From an optimization exercise on the open Yosys and OpenROAD flow, aimed at small area, a short achievable clock period and few clock cycles per item; shortcuts taken in it are not production practice.
Function was checked by simulation only, so behaviour that the tests miss may differ from the original.
Power and IR drop assume default switching activity.

==> inputs of delta <==
Design bitmap_first_fit_allocator_top, start of the top module:
module bitmap_first_fit_allocator_top
(
  input  logic        clk,
  input  logic        rst_n,
  input  logic        in_tvalid,
  output logic        in_tready,
  input  logic [31:0] in_tdata,    
  input  logic [1:0]  in_tuser,    
  output logic        out_tvalid,
  input  logic        out_tready,
  output logic [31:0] out_tdata,   
  output logic [1:0]  out_tuser,   
  input  logic        cfg_wr_en,
  input  logic [13:0] cfg_wr_data
);
make LEC_CHECK=0 CAP_MARGIN=20 CORE_MARGIN=2 CORE_UTILIZATION=50 SETUP_SLACK_MARGIN=1.5 SLEW_MARGIN=20 SYNTH_HIERARCHICAL=1 finish   # period 6.0 ns
run.sh (not shown) runs the stock make flow with config.mk's settings and CLKGATE_MAP_FILE= SYNTH_SCRIPT=/design/flow/synth_recipe.tcl, a recipe that flattens the netlist after the stock synthesis.
==> inputs of cedar, as changes to delta <==
--- a/flow/design.v
+++ b/flow/design.v
@@ -97,21 +97,23 @@
   input  logic                 clk,
   input  logic [MAP_WORDS-1:0] rd_sel,
   output logic [WORD_BITS-1:0] rd_data,
   input  logic [MAP_WORDS-1:0] wr_sel,
   input  logic [WORD_BITS-1:0] wr_data,
+  input  logic [MAP_WORDS-1:0] full_sel,
+  input  logic                 full_d,
   output logic [MAP_WORDS-1:0] full_o
 );
   logic [WORD_BITS-1:0] mem [MAP_WORDS];
   logic [MAP_WORDS-1:0] full_r;
-  logic                 wr_full;
-  assign wr_full = &wr_data;
   always_ff @(posedge clk) begin
     for (int w = 0; w < MAP_WORDS; w++) begin
       if (wr_sel[w]) begin
-        mem[w]    <= wr_data;
-        full_r[w] <= wr_full;
+        mem[w] <= wr_data;
+      end
+      if (full_sel[w]) begin
+        full_r[w] <= full_d;
       end
     end
   end
   logic [WORD_BITS-1:0] rd_l1 [MAP_WORDS/4];
   logic [WORD_BITS-1:0] rd_l2 [MAP_WORDS/16];
@@ -152,56 +154,62 @@
   logic                 c_valid_r;
   logic                 c_alloc_r, c_free_r, c_pre_r, c_load_r;
   logic [IDX_W-1:0]     c_idx_r;       
   logic                 c_ok_r;        
   logic [FIELD_W-1:0]   c_cval_r;
-  logic [MAP_WORDS-1:0] c_wsel_r;      
+  logic [MAP_WORDS-1:0] rd_sel_r;      
   logic                 cw_v_r;
   logic [ADDR_W-1:0]    cw_r;
   logic [WORD_BITS-1:0] cwd_r;
   logic                 nx_v_r;
   logic [ADDR_W-1:0]    nx_r;
-  logic                 stale_r;       
-  logic                 rd_nx_r;       
   logic                 out_valid_r;
   logic [FIELD_W-1:0]   out_alloc_r;
   logic [CODE_W-1:0]    out_stat_r;
-  logic [FIELD_W-1:0]   out_cnt_r;
   logic                 in_fire;
   logic                 exec;
   logic [FIELD_W-1:0]   in_number;
   logic [FIELD_W-1:0]   in_num_m1;
   logic                 is_alloc, is_free, is_pre, is_load;
   logic [ADDR_W-1:0]    n_word;
   logic [WORD_BITS-1:0] bsn;
-  logic                 hit_cw, hit_nx;
+  logic                 hit_cw;
   logic                 below_cw, below_nx;
   logic [MAP_WORDS-1:0] full;
   logic [MAP_WORDS-1:0] after_nx;
   logic                 nx2_v;
   logic [ADDR_W-1:0]    nx2;
   logic                 use_nx;
-  logic                 fill_a, fill_p;
+  logic                 fill_a;
+  logic                 bubble;
+  logic [MAP_WORDS-1:0] cw_dec;
+  logic [MAP_WORDS-1:0] full_sel;
+  logic                 full_d;
   logic [MAP_WORDS-1:0] rd_sel;
+  logic                 cw_v_n, nx_v_n;
+  logic [ADDR_W-1:0]    cw_n, nx_n;
+  logic [WORD_BITS-1:0] cwd_n;
   logic [WORD_BITS-1:0] rd_data;
   logic [MAP_WORDS-1:0] wr_sel;
   logic                 do_wr;
-  logic [WORD_BITS-1:0] src;
-  logic [WORD_BITS-1:0] set_m;
-  logic [WORD_BITS-1:0] clr_m;
+  logic [WORD_BITS-1:0] cw_mod;        
+  logic [WORD_BITS-1:0] rd_mod;        
+  logic [WORD_BITS-1:0] rd_clr;
+  logic                 move_on;
+  logic                 take_rd;
   logic [WORD_BITS-1:0] wr_data;
-  logic                 wr_full;
   logic [WORD_BITS-1:0] bsa;
   logic [WORD_BITS-1:0] bsa_ok;
   logic [WORD_BITS-1:0] part_mask;
   logic                 cw_below, cw_at;
   logic                 alloc_ok;
   logic [BIT_W-1:0]     ba_enc_p1;
   logic [ADDR_W:0]      cw_p1;
   logic [FIELD_W-1:0]   alloc_num;
   logic [FIELD_W-1:0]   cnt_nxt;
-  assign exec      = c_valid_r && !stale_r && (!out_valid_r || out_tready);
+  assign bubble    = c_valid_r && c_alloc_r && cw_v_r && (&cwd_r);
+  assign exec      = c_valid_r && !bubble && (!out_valid_r || out_tready);
   assign in_tready = !c_valid_r || exec;
   assign in_fire   = in_tvalid && in_tready;
   assign in_number = in_tdata[FIELD_W-1:0];
   assign in_num_m1 = in_number - FIELD_W'(1);
   always_ff @(posedge clk) begin
@@ -220,13 +228,10 @@
       c_pre_r   <= (in_tuser == CMD_PRELOAD);
       c_load_r  <= (in_tuser == CMD_LOAD);
       c_idx_r  <= in_num_m1[IDX_W-1:0];
       c_ok_r   <= (in_number != '0) && (in_number <= FIELD_W'(size_r));
       c_cval_r <= in_tdata[2*FIELD_W-1:FIELD_W];
-      for (int w = 0; w < MAP_WORDS; w++) begin
-        c_wsel_r[w] <= (in_num_m1[IDX_W-1:BIT_W] == ADDR_W'(w));
-      end
     end
   end
   assign is_alloc = c_alloc_r;
   assign is_free  = c_free_r;
   assign is_pre   = c_pre_r;
@@ -236,11 +241,10 @@
     for (int b = 0; b < WORD_BITS; b++) begin
       bsn[b] = (c_idx_r[BIT_W-1:0] == BIT_W'(b));
     end
   end
   assign hit_cw   = cw_v_r && (n_word == cw_r);
-  assign hit_nx   = nx_v_r && (n_word == nx_r);
   assign below_cw = n_word < cw_r;
   assign below_nx = n_word < nx_r;
   always_comb begin
     for (int w = 0; w < MAP_WORDS; w++) begin
       after_nx[w] = !full[w] && (ADDR_W'(w) > nx_r);
@@ -249,23 +253,29 @@
   bffa_pri u_pri (
     .vec_i (after_nx),
     .any_o (nx2_v),
     .idx_o (nx2)
   );
-  assign use_nx = rd_nx_r;
+  assign use_nx = is_alloc;
   always_comb begin
     for (int w = 0; w < MAP_WORDS; w++) begin
-      rd_sel[w] = use_nx ? (nx_r == ADDR_W'(w)) : c_wsel_r[w];
-      wr_sel[w] = !rst_n || (do_wr && (is_alloc ? (cw_r == ADDR_W'(w)) : c_wsel_r[w]));
+      cw_dec[w]   = (cw_r == ADDR_W'(w));
+      rd_sel[w]   = rd_sel_r[w];
+      wr_sel[w]   = !rst_n || (do_wr && (is_alloc ? cw_dec[w] : rd_sel_r[w]));
+      full_sel[w] = !rst_n || (is_alloc ? cw_dec[w] && (bubble || (do_wr && alloc_ok && fill_a))
+                                        : rd_sel_r[w] && exec && is_free && c_ok_r);
     end
   end
+  assign full_d = rst_n && !is_free;
   bffa_ram u_ram (
     .clk     (clk),
     .rd_sel  (rd_sel),
     .rd_data (rd_data),
     .wr_sel  (wr_sel),
     .wr_data (wr_data),
+    .full_sel(full_sel),
+    .full_d  (full_d),
     .full_o  (full)
   );
   bffa_ffz u_ffz (
     .word_i   (cwd_r),
     .onehot_o (bsa)
@@ -286,84 +296,74 @@
     end
   end
   assign cw_p1     = {1'b0, cw_r} + (ADDR_W+1)'(1);
   assign alloc_num = bsa[WORD_BITS-1] ? FIELD_W'({cw_p1, {BIT_W{1'b0}}})
                                       : FIELD_W'({cw_r, ba_enc_p1});
-  assign src   = is_alloc ? cwd_r : rd_data;
-  assign set_m = is_alloc ? bsa_ok : (is_pre ? bsn : '0);
-  assign clr_m = is_free ? bsn : '0;
+  assign cw_mod = is_alloc ? (cwd_r | bsa_ok) : (is_free ? (cwd_r & ~bsn) : (cwd_r | bsn));
+  assign rd_clr = is_free ? bsn : '0;
+  assign rd_mod = (rd_data & ~rd_clr) | (is_pre ? bsn : '0);
   always_comb begin
     if (!rst_n) begin
       wr_data = '0;
     end else begin
-      wr_data = (src & ~clr_m) | set_m;
+      wr_data = is_alloc ? (cwd_r | bsa_ok) : rd_mod;
     end
   end
-  assign wr_full = &wr_data;
   assign fill_a  = &(cwd_r | bsa);
-  assign fill_p  = &(cwd_r | bsn);
-  assign do_wr   = exec && (is_alloc ? cw_v_r : ((is_free || is_pre) && c_ok_r));
-  always_ff @(posedge clk) begin
+  assign do_wr   = c_valid_r && (!out_valid_r || out_tready)
+                && (is_alloc ? cw_v_r : ((is_free || is_pre) && c_ok_r));
+  assign move_on = bubble || (do_wr && is_alloc && alloc_ok && fill_a);
+  assign take_rd = rst_n && (move_on || (do_wr && is_free && !hit_cw && (!cw_v_r || below_cw)));
+  always_comb begin
+    cw_v_n = cw_v_r;
+    cw_n   = cw_r;
+    cwd_n  = cwd_r;
+    nx_v_n = nx_v_r;
+    nx_n   = nx_r;
     if (!rst_n) begin
-      cw_v_r  <= 1'b1;
-      cw_r    <= '0;
-      cwd_r   <= '0;
-      nx_v_r  <= 1'b1;
-      nx_r    <= ADDR_W'(1);
-      stale_r <= 1'b0;
-    end else if (stale_r) begin
-      cw_v_r  <= nx_v_r;
-      cw_r    <= nx_r;
-      cwd_r   <= rd_data;
-      nx_v_r  <= nx_v_r && nx2_v;
-      nx_r    <= nx2;
-      stale_r <= 1'b0;
+      cw_v_n = 1'b1;
+      cw_n   = '0;
+      cwd_n  = '0;
+      nx_v_n = 1'b1;
+      nx_n   = ADDR_W'(1);
+    end else if (move_on) begin
+      cw_v_n = nx_v_r;
+      cw_n   = nx_r;
+      nx_v_n = nx_v_r && nx2_v;
+      nx_n   = nx2;
     end else if (do_wr) begin
-      if (is_alloc) begin
-        if (fill_a && alloc_ok) begin
-          cw_v_r <= nx_v_r;
-          cw_r   <= nx_r;
-          cwd_r  <= rd_data;
-          nx_v_r <= nx_v_r && nx2_v;
-          nx_r   <= nx2;
-        end else begin
-          cwd_r  <= wr_data;
-        end
-      end else if (hit_cw) begin
-        if (is_pre && fill_p) begin
-          stale_r <= 1'b1;
-        end else begin
-          cwd_r   <= wr_data;
-        end
-      end else if (is_pre) begin
-        if (hit_nx && wr_full) begin
-          nx_v_r <= nx2_v;
-          nx_r   <= nx2;
-        end
+      if (is_alloc || hit_cw) begin
+        cwd_n  = cw_mod;
       end else if (is_free) begin
         if (!cw_v_r) begin
-          cw_v_r <= 1'b1;
-          cw_r   <= n_word;
-          cwd_r  <= wr_data;
+          cw_v_n = 1'b1;
+          cw_n   = n_word;
         end else if (below_cw) begin
-          cw_r   <= n_word;
-          cwd_r  <= wr_data;
-          nx_v_r <= 1'b1;
-          nx_r   <= cw_r;
+          cw_n   = n_word;
+          nx_v_n = 1'b1;
+          nx_n   = cw_r;
         end else if (!nx_v_r || below_nx) begin
-          nx_v_r <= 1'b1;
-          nx_r   <= n_word;
+          nx_v_n = 1'b1;
+          nx_n   = n_word;
         end
       end
     end
   end
   always_ff @(posedge clk) begin
-    if (!rst_n) begin
-      rd_nx_r <= 1'b0;
-    end else begin
-      rd_nx_r <= (!stale_r && do_wr && !is_alloc && hit_cw && is_pre && fill_p)
-              || (in_fire ? (in_tuser == CMD_ALLOC) : c_alloc_r);
+    cw_v_r <= cw_v_n;
+    cw_r   <= cw_n;
+    cwd_r  <= take_rd ? (rd_data & ~rd_clr) : cwd_n;
+    nx_v_r <= nx_v_n;
+    nx_r   <= nx_n;
+  end
+  always_ff @(posedge clk) begin
+    for (int w = 0; w < MAP_WORDS; w++) begin
+      if (in_fire ? (in_tuser == CMD_ALLOC) : c_alloc_r) begin
+        rd_sel_r[w] <= (nx_n == ADDR_W'(w));
+      end else if (in_fire) begin
+        rd_sel_r[w] <= (in_num_m1[IDX_W-1:BIT_W] == ADDR_W'(w));
+      end
     end
   end
   always_comb begin
     cnt_nxt = cnt_r;
     if (is_load) begin
@@ -373,11 +373,11 @@
     end else if (is_free) begin
       if (c_ok_r && cnt_r != COUNT_MAX) cnt_nxt = cnt_r + FIELD_W'(1);
     end
   end
   assign out_tvalid = out_valid_r;
-  assign out_tdata  = {{(32 - 2*FIELD_W){1'b0}}, out_cnt_r, out_alloc_r};
+  assign out_tdata  = {{(32 - 2*FIELD_W){1'b0}}, cnt_r, out_alloc_r};
   assign out_tuser  = out_stat_r;
   always_ff @(posedge clk) begin
     if (!rst_n) begin
       size_r      <= SZ_W'(MAP_BITS);
       cnt_r       <= '0;
@@ -394,11 +394,10 @@
       end
     end
   end
   always_ff @(posedge clk) begin
     if (exec) begin
-      out_cnt_r <= cnt_nxt;
       if (is_alloc) begin
         out_alloc_r <= alloc_ok ? alloc_num : '0;
         out_stat_r  <= alloc_ok ? STAT_OK : STAT_FULL;
       end else begin
         out_alloc_r <= '0;
CTS_BUF_LIST = sky130_fd_sc_hd__clkbuf_8   (was default)
SETUP_SLACK_MARGIN = 2.0   (was 1.5)
==> summary.txt <==
- cedar produced a layout that fails on antenna violations. delta passed the timing, design-rule and antenna checks.
- Of delta and cedar, delta has the higher wire length (gap about 10%, measured against cedar).
- Global-route usage: delta is higher than cedar (3.4 points).
- In cedar the worst hold slack is higher than in delta, by 0.10 ns.
- Against cedar, the via count of delta is larger by about 3.2%.
- Of delta and cedar, delta has the higher final cell count (gap 2.0%, measured against cedar).
- Of delta and cedar, cedar has the higher maximum frequency (gap 13%, measured against cedar).
- Of delta and cedar, cedar has the higher worst setup slack (gap 0.66 ns).
- Of delta and cedar, delta has the higher first-iteration DRC count (gap 4.4%, measured against cedar).
- In cedar the combinational power is smaller than in delta, by about 7%.
- Between delta and cedar, the lower sequential share of layout area is in delta (gap 3.7 points).
- Between delta and cedar, the lower non-clock buffer count is in cedar (gap 326).
Testbench counts of delta, summed over its fixed seeds: cycles 12,008, commands 12,000.
Testbench counts of cedar, summed over its fixed seeds: cycles 12,008, commands 12,000.

========
==> inputs of job 5239 <==
Another version of the RTL of bitmap_first_fit_allocator_top (not shown whole).
Settings: LEC_CHECK=0, CAP_MARGIN=20, CORE_MARGIN=2, CORE_UTILIZATION=30, SLEW_MARGIN=20, SYNTH_HIERARCHICAL=1; clock period 6.0 ns.
==> job 1292: changes against job 5239 <==
SYNTH_HIERARCHICAL = default   (was 1)
==> summary.txt <==
Job 5239 completed and failed the layout checks on negative setup slack. Job 1292 ended with an error in global routing. Area after synthesis: job 1292 is higher than job 5239 (19%). Of job 5239 and job 1292, job 1292 has the higher synthesized cell count (gap about 35%, measured against job 1292).
Testbench counts of job 5239, summed over its fixed seeds: cycles 12,008, commands 12,000.
Testbench counts of job 1292, summed over its fixed seeds: cycles 12,008, commands 12,000.

========
==> run K: inputs <==
Another version of the RTL of bitmap_first_fit_allocator_top (not shown whole).
Settings: LEC_CHECK=0, CAP_MARGIN=20, CORE_MARGIN=2, CORE_UTILIZATION=30, SLEW_MARGIN=20, SYNTH_HIERARCHICAL=1; clock period 6.0 ns.
==> inputs of run B, as changes to run K <==
--- a/flow/design.v
+++ b/flow/design.v
@@ -95,33 +95,43 @@
 module bffa_ram
 (
   input  logic                 clk,
   input  logic [MAP_WORDS-1:0] rd_sel,
   output logic [WORD_BITS-1:0] rd_data,
   input  logic [MAP_WORDS-1:0] wr_sel,
   input  logic [WORD_BITS-1:0] wr_data,
+  input  logic [MAP_WORDS-1:0] full_sel,
+  input  logic                 full_d,
   output logic [MAP_WORDS-1:0] full_o
 );
   logic [WORD_BITS-1:0] mem [MAP_WORDS];
   logic [MAP_WORDS-1:0] full_r;
-  logic                 wr_full;
-  assign wr_full = &wr_data;
   always_ff @(posedge clk) begin
     for (int w = 0; w < MAP_WORDS; w++) begin
       if (wr_sel[w]) begin
-        mem[w]    <= wr_data;
-        full_r[w] <= wr_full;
+        mem[w] <= wr_data;
+      end
+      if (full_sel[w]) begin
+        full_r[w] <= full_d;
       end
     end
   end
+  logic [WORD_BITS-1:0] rd_l1 [MAP_WORDS/4];
+  logic [WORD_BITS-1:0] rd_l2 [MAP_WORDS/16];
   always_comb begin
-    rd_data = '0;
-    for (int w = 0; w < MAP_WORDS; w++) begin
-      rd_data = rd_data | (mem[w] & {WORD_BITS{rd_sel[w]}});
+    for (int k = 0; k < MAP_WORDS / 4; k++) begin
+      rd_l1[k] = (mem[4*k]   & {WORD_BITS{rd_sel[4*k]}})
+               | (mem[4*k+1] & {WORD_BITS{rd_sel[4*k+1]}})
+               | (mem[4*k+2] & {WORD_BITS{rd_sel[4*k+2]}})
+               | (mem[4*k+3] & {WORD_BITS{rd_sel[4*k+3]}});
     end
+    for (int k = 0; k < MAP_WORDS / 16; k++) begin
+      rd_l2[k] = rd_l1[4*k] | rd_l1[4*k+1] | rd_l1[4*k+2] | rd_l1[4*k+3];
+    end
+    rd_data = rd_l2[0] | rd_l2[1] | rd_l2[2] | rd_l2[3];
   end
   assign full_o = full_r;
 endmodule
 import bffa_pkg::*;
 module bitmap_first_fit_allocator_top
 (
   input  logic        clk,
@@ -138,62 +148,70 @@
   input  logic [13:0] cfg_wr_data
 );
   localparam int SZ_W  = ADDR_W + BIT_W + 1;    
   localparam int IDX_W = ADDR_W + BIT_W;        
   logic [SZ_W-1:0]      size_r;
   logic [FIELD_W-1:0]   cnt_r;
   logic                 c_valid_r;
-  logic [CODE_W-1:0]    c_cmd_r;
+  logic                 c_alloc_r, c_free_r, c_pre_r, c_load_r;
   logic [IDX_W-1:0]     c_idx_r;       
   logic                 c_ok_r;        
   logic [FIELD_W-1:0]   c_cval_r;
+  logic [MAP_WORDS-1:0] rd_sel_r;      
   logic                 cw_v_r;
   logic [ADDR_W-1:0]    cw_r;
   logic [WORD_BITS-1:0] cwd_r;
   logic                 nx_v_r;
   logic [ADDR_W-1:0]    nx_r;
   logic                 out_valid_r;
   logic [FIELD_W-1:0]   out_alloc_r;
   logic [CODE_W-1:0]    out_stat_r;
-  logic [FIELD_W-1:0]   out_cnt_r;
   logic                 in_fire;
   logic                 exec;
   logic [FIELD_W-1:0]   in_number;
   logic [FIELD_W-1:0]   in_num_m1;
   logic                 is_alloc, is_free, is_pre, is_load;
   logic [ADDR_W-1:0]    n_word;
   logic [WORD_BITS-1:0] bsn;
-  logic                 hit_cw, hit_nx;
+  logic                 hit_cw;
   logic                 below_cw, below_nx;
   logic [MAP_WORDS-1:0] full;
   logic [MAP_WORDS-1:0] after_nx;
   logic                 nx2_v;
   logic [ADDR_W-1:0]    nx2;
   logic                 use_nx;
-  logic [ADDR_W-1:0]    rd_word;
+  logic                 fill_a;
+  logic                 bubble;
+  logic [MAP_WORDS-1:0] cw_dec;
+  logic [MAP_WORDS-1:0] full_sel;
+  logic                 full_d;
   logic [MAP_WORDS-1:0] rd_sel;
+  logic                 cw_v_n, nx_v_n;
+  logic [ADDR_W-1:0]    cw_n, nx_n;
+  logic [WORD_BITS-1:0] cwd_n;
   logic [WORD_BITS-1:0] rd_data;
   logic [MAP_WORDS-1:0] wr_sel;
-  logic [ADDR_W-1:0]    wr_word;
   logic                 do_wr;
-  logic [WORD_BITS-1:0] src;
-  logic [WORD_BITS-1:0] set_m;
-  logic [WORD_BITS-1:0] clr_m;
+  logic [WORD_BITS-1:0] cw_mod;        
+  logic [WORD_BITS-1:0] rd_mod;        
+  logic [WORD_BITS-1:0] rd_clr;
+  logic                 move_on;
+  logic                 take_rd;
   logic [WORD_BITS-1:0] wr_data;
-  logic                 wr_full;
   logic [WORD_BITS-1:0] bsa;
   logic [WORD_BITS-1:0] bsa_ok;
   logic [WORD_BITS-1:0] part_mask;
   logic                 cw_below, cw_at;
   logic                 alloc_ok;
   logic [BIT_W-1:0]     ba_enc_p1;
   logic [ADDR_W:0]      cw_p1;
   logic [FIELD_W-1:0]   alloc_num;
   logic [FIELD_W-1:0]   cnt_nxt;
-  assign exec      = c_valid_r && (!out_valid_r || out_tready);
+  assign bubble    = c_valid_r && c_alloc_r && cw_v_r && (&cwd_r);
+  assign exec      = c_valid_r && !bubble && (!out_valid_r || out_tready);
   assign in_tready = !c_valid_r || exec;
   assign in_fire   = in_tvalid && in_tready;
   assign in_number = in_tdata[FIELD_W-1:0];
   assign in_num_m1 = in_number - FIELD_W'(1);
   always_ff @(posedge clk) begin
     if (!rst_n) begin
       c_valid_r <= 1'b0;
@@ -201,59 +219,65 @@
       c_valid_r <= 1'b1;
     end else if (exec) begin
       c_valid_r <= 1'b0;
     end
   end
   always_ff @(posedge clk) begin
     if (in_fire) begin
-      c_cmd_r  <= in_tuser;
+      c_alloc_r <= (in_tuser == CMD_ALLOC);
+      c_free_r  <= (in_tuser == CMD_FREE);
+      c_pre_r   <= (in_tuser == CMD_PRELOAD);
+      c_load_r  <= (in_tuser == CMD_LOAD);
       c_idx_r  <= in_num_m1[IDX_W-1:0];
       c_ok_r   <= (in_number != '0) && (in_number <= FIELD_W'(size_r));
       c_cval_r <= in_tdata[2*FIELD_W-1:FIELD_W];
     end
   end
-  assign is_alloc = (c_cmd_r == CMD_ALLOC);
-  assign is_free  = (c_cmd_r == CMD_FREE);
-  assign is_pre   = (c_cmd_r == CMD_PRELOAD);
-  assign is_load  = (c_cmd_r == CMD_LOAD);
+  assign is_alloc = c_alloc_r;
+  assign is_free  = c_free_r;
+  assign is_pre   = c_pre_r;
+  assign is_load  = c_load_r;
   assign n_word = c_idx_r[IDX_W-1:BIT_W];
   always_comb begin
     for (int b = 0; b < WORD_BITS; b++) begin
       bsn[b] = (c_idx_r[BIT_W-1:0] == BIT_W'(b));
     end
   end
   assign hit_cw   = cw_v_r && (n_word == cw_r);
-  assign hit_nx   = nx_v_r && (n_word == nx_r);
   assign below_cw = n_word < cw_r;
   assign below_nx = n_word < nx_r;
   always_comb begin
     for (int w = 0; w < MAP_WORDS; w++) begin
       after_nx[w] = !full[w] && (ADDR_W'(w) > nx_r);
     end
   end
   bffa_pri u_pri (
     .vec_i (after_nx),
     .any_o (nx2_v),
     .idx_o (nx2)
   );
-  assign use_nx  = is_alloc || hit_cw;
-  assign rd_word = use_nx ? nx_r : n_word;
-  assign wr_word = is_alloc ? cw_r : n_word;
+  assign use_nx = is_alloc;
   always_comb begin
     for (int w = 0; w < MAP_WORDS; w++) begin
-      rd_sel[w] = (rd_word == ADDR_W'(w));
-      wr_sel[w] = !rst_n || (do_wr && (wr_word == ADDR_W'(w)));
+      cw_dec[w]   = (cw_r == ADDR_W'(w));
+      rd_sel[w]   = rd_sel_r[w];
+      wr_sel[w]   = !rst_n || (do_wr && (is_alloc ? cw_dec[w] : rd_sel_r[w]));
+      full_sel[w] = !rst_n || (is_alloc ? cw_dec[w] && (bubble || (do_wr && alloc_ok && fill_a))
+                                        : rd_sel_r[w] && exec && is_free && c_ok_r);
     end
   end
+  assign full_d = rst_n && !is_free;
   bffa_ram u_ram (
     .clk     (clk),
     .rd_sel  (rd_sel),
     .rd_data (rd_data),
     .wr_sel  (wr_sel),
     .wr_data (wr_data),
+    .full_sel(full_sel),
+    .full_d  (full_d),
     .full_o  (full)
   );
   bffa_ffz u_ffz (
     .word_i   (cwd_r),
     .onehot_o (bsa)
   );
   assign cw_below = cw_v_r && (SZ_W'(cw_r) <  (size_r >> BIT_W));
@@ -270,78 +294,92 @@
     for (int b = 0; b < WORD_BITS; b++) begin
       if (bsa[b]) ba_enc_p1 = ba_enc_p1 | BIT_W'(b + 1);
     end
   end
   assign cw_p1     = {1'b0, cw_r} + (ADDR_W+1)'(1);
   assign alloc_num = bsa[WORD_BITS-1] ? FIELD_W'({cw_p1, {BIT_W{1'b0}}})
                                       : FIELD_W'({cw_r, ba_enc_p1});
-  assign src   = use_nx ? cwd_r : rd_data;
-  assign set_m = is_alloc ? bsa_ok : (is_pre ? bsn : '0);
-  assign clr_m = is_free ? bsn : '0;
+  assign cw_mod = is_alloc ? (cwd_r | bsa_ok) : (is_free ? (cwd_r & ~bsn) : (cwd_r | bsn));
+  assign rd_clr = is_free ? bsn : '0;
+  assign rd_mod = (rd_data & ~rd_clr) | (is_pre ? bsn : '0);
   always_comb begin
     if (!rst_n) begin
       wr_data = '0;
     end else begin
-      wr_data = (src & ~clr_m) | set_m;
+      wr_data = is_alloc ? (cwd_r | bsa_ok) : rd_mod;
     end
   end
-  assign wr_full = &wr_data;
-  assign do_wr   = exec && (is_alloc ? alloc_ok : ((is_free || is_pre) && c_ok_r));
-  always_ff @(posedge clk) begin
+  assign fill_a  = &(cwd_r | bsa);
+  assign do_wr   = c_valid_r && (!out_valid_r || out_tready)
+                && (is_alloc ? cw_v_r : ((is_free || is_pre) && c_ok_r));
+  assign move_on = bubble || (do_wr && is_alloc && alloc_ok && fill_a);
+  assign take_rd = rst_n && (move_on || (do_wr && is_free && !hit_cw && (!cw_v_r || below_cw)));
+  always_comb begin
+    cw_v_n = cw_v_r;
+    cw_n   = cw_r;
+    cwd_n  = cwd_r;
+    nx_v_n = nx_v_r;
+    nx_n   = nx_r;
     if (!rst_n) begin
-      cw_v_r <= 1'b1;
-      cw_r   <= '0;
-      cwd_r  <= '0;
-      nx_v_r <= 1'b1;
-      nx_r   <= ADDR_W'(1);
+      cw_v_n = 1'b1;
+      cw_n   = '0;
+      cwd_n  = '0;
+      nx_v_n = 1'b1;
+      nx_n   = ADDR_W'(1);
+    end else if (move_on) begin
+      cw_v_n = nx_v_r;
+      cw_n   = nx_r;
+      nx_v_n = nx_v_r && nx2_v;
+      nx_n   = nx2;
     end else if (do_wr) begin
-      if (use_nx) begin
-        if (wr_full) begin
-          cw_v_r <= nx_v_r;
-          cw_r   <= nx_r;
-          cwd_r  <= rd_data;
-          nx_v_r <= nx_v_r && nx2_v;
-          nx_r   <= nx2;
-        end else begin
-          cwd_r  <= wr_data;
-        end
-      end else if (is_pre) begin
-        if (hit_nx && wr_full) begin
-          nx_v_r <= nx2_v;
-          nx_r   <= nx2;
-        end
+      if (is_alloc || hit_cw) begin
+        cwd_n  = cw_mod;
       end else if (is_free) begin
         if (!cw_v_r) begin
-          cw_v_r <= 1'b1;
-          cw_r   <= n_word;
-          cwd_r  <= wr_data;
+          cw_v_n = 1'b1;
+          cw_n   = n_word;
         end else if (below_cw) begin
-          cw_r   <= n_word;
-          cwd_r  <= wr_data;
-          nx_v_r <= 1'b1;
-          nx_r   <= cw_r;
+          cw_n   = n_word;
+          nx_v_n = 1'b1;
+          nx_n   = cw_r;
         end else if (!nx_v_r || below_nx) begin
-          nx_v_r <= 1'b1;
-          nx_r   <= n_word;
+          nx_v_n = 1'b1;
+          nx_n   = n_word;
         end
       end
     end
   end
+  always_ff @(posedge clk) begin
+    cw_v_r <= cw_v_n;
+    cw_r   <= cw_n;
+    cwd_r  <= take_rd ? (rd_data & ~rd_clr) : cwd_n;
+    nx_v_r <= nx_v_n;
+    nx_r   <= nx_n;
+  end
+  always_ff @(posedge clk) begin
+    for (int w = 0; w < MAP_WORDS; w++) begin
+      if (in_fire ? (in_tuser == CMD_ALLOC) : c_alloc_r) begin
+        rd_sel_r[w] <= (nx_n == ADDR_W'(w));
+      end else if (in_fire) begin
+        rd_sel_r[w] <= (in_num_m1[IDX_W-1:BIT_W] == ADDR_W'(w));
+      end
+    end
+  end
   always_comb begin
     cnt_nxt = cnt_r;
     if (is_load) begin
       cnt_nxt = c_cval_r;
     end else if (is_alloc) begin
       if (alloc_ok && cnt_r != '0) cnt_nxt = cnt_r - FIELD_W'(1);
     end else if (is_free) begin
       if (c_ok_r && cnt_r != COUNT_MAX) cnt_nxt = cnt_r + FIELD_W'(1);
     end
   end
   assign out_tvalid = out_valid_r;
-  assign out_tdata  = {{(32 - 2*FIELD_W){1'b0}}, out_cnt_r, out_alloc_r};
+  assign out_tdata  = {{(32 - 2*FIELD_W){1'b0}}, cnt_r, out_alloc_r};
   assign out_tuser  = out_stat_r;
   always_ff @(posedge clk) begin
     if (!rst_n) begin
       size_r      <= SZ_W'(MAP_BITS);
       cnt_r       <= '0;
       out_valid_r <= 1'b0;
     end else begin
@@ -354,15 +392,14 @@
       end else if (out_tready) begin
         out_valid_r <= 1'b0;
       end
     end
   end
   always_ff @(posedge clk) begin
     if (exec) begin
-      out_cnt_r <= cnt_nxt;
       if (is_alloc) begin
         out_alloc_r <= alloc_ok ? alloc_num : '0;
         out_stat_r  <= alloc_ok ? STAT_OK : STAT_FULL;
       end else begin
         out_alloc_r <= '0;
         out_stat_r  <= ((is_free || is_pre) && !c_ok_r) ? STAT_RANGE : STAT_OK;
       end
==> flow/config.mk (replaced) <==
export PLATFORM = sky130hd
export DESIGN_NAME = bitmap_first_fit_allocator_top
export DESIGN_NICKNAME = bitmap_first_fit_allocator_top
export VERILOG_FILES = /design/flow/design.v
export SDC_FILE = /design/flow/constraint.sdc
export NUM_CORES = 4
export LEC_CHECK = 0
export CAP_MARGIN = 20
export CORE_MARGIN = 2
export CORE_UTILIZATION = 50
export CTS_BUF_LIST = sky130_fd_sc_hd__clkbuf_8
export SETUP_SLACK_MARGIN = 2.5
export SLEW_MARGIN = 20
export SYNTH_HIERARCHICAL = 1
export TNS_END_PERCENT = 20
==> comparison <==
Between run K and run B, the lower area after synthesis is in run K (gap 3.9%, measured against run B).
Against run B, the design area of run K is smaller by 1.4%.
Against run K, the final cell count of run B is smaller by 11%.
Of run B and run K, run B has the higher wire length (gap 18%, measured against run K).
Against run B, the register-to-register slack of run K is lower by 1.8 ns.
In run K the count of clock-buffer cells in the layout is lower than in run B, by 131.
Against run K, the die area of run B is smaller by about 37%.
In run K the combinational power is lower than in run B, by about 45%.
Against run K, the global-route usage of run B is higher by 15 points.
Run K finished but failed the layout checks on setup timing. Run B completed without violations.
Between run B and run K, the lower sequential power is in run K (gap about 2%, measured against run K).
Between run B and run K, the lower critical path depth is in run B (gap 20).
Testbench counts of run K, summed over its fixed seeds: cycles 12,008, commands 12,000.
Testbench counts of run B, summed over its fixed seeds: cycles 12,008, commands 12,000.

[what the ideal ports hide]
No port has a modelled driver above. Below, the same layouts with a new extraction and two added sets of constraints. Step 1 (the two cells are an assumption about what drives the block):
set clk [get_ports {clk}]
set_driving_cell -lib_cell sky130_fd_sc_hd__clkbuf_16 $clk
set_driving_cell -lib_cell sky130_fd_sc_hd__buf_2 [delete_from_list [all_inputs] $clk]
Step 2 also shifts input and output timing later by t, the mid clock arrival at the registers, as if the neighbouring blocks saw the same clock. Three values: no drivers, after step 1, after step 2; two values: the first two.
run	t (ns)	slack for setup (ns)	worst data-port slew with drivers (ns)
delta	0.942	1.080 / 1.080 / 0.898	0.07
cedar	1.109	1.743 / 1.743 / 1.034	0.09
job 5239	0.963	-0.195 / -0.195 / -0.195	0.08
run K	0.944	-0.048 / -0.047 / -0.047	0.07
run B	1.114	1.716 / 1.716 / 0.987	0.06
For run B, which loses most, drivers alone change the setup slack by 0.000 ns; drivers and shift together by -0.729 ns.
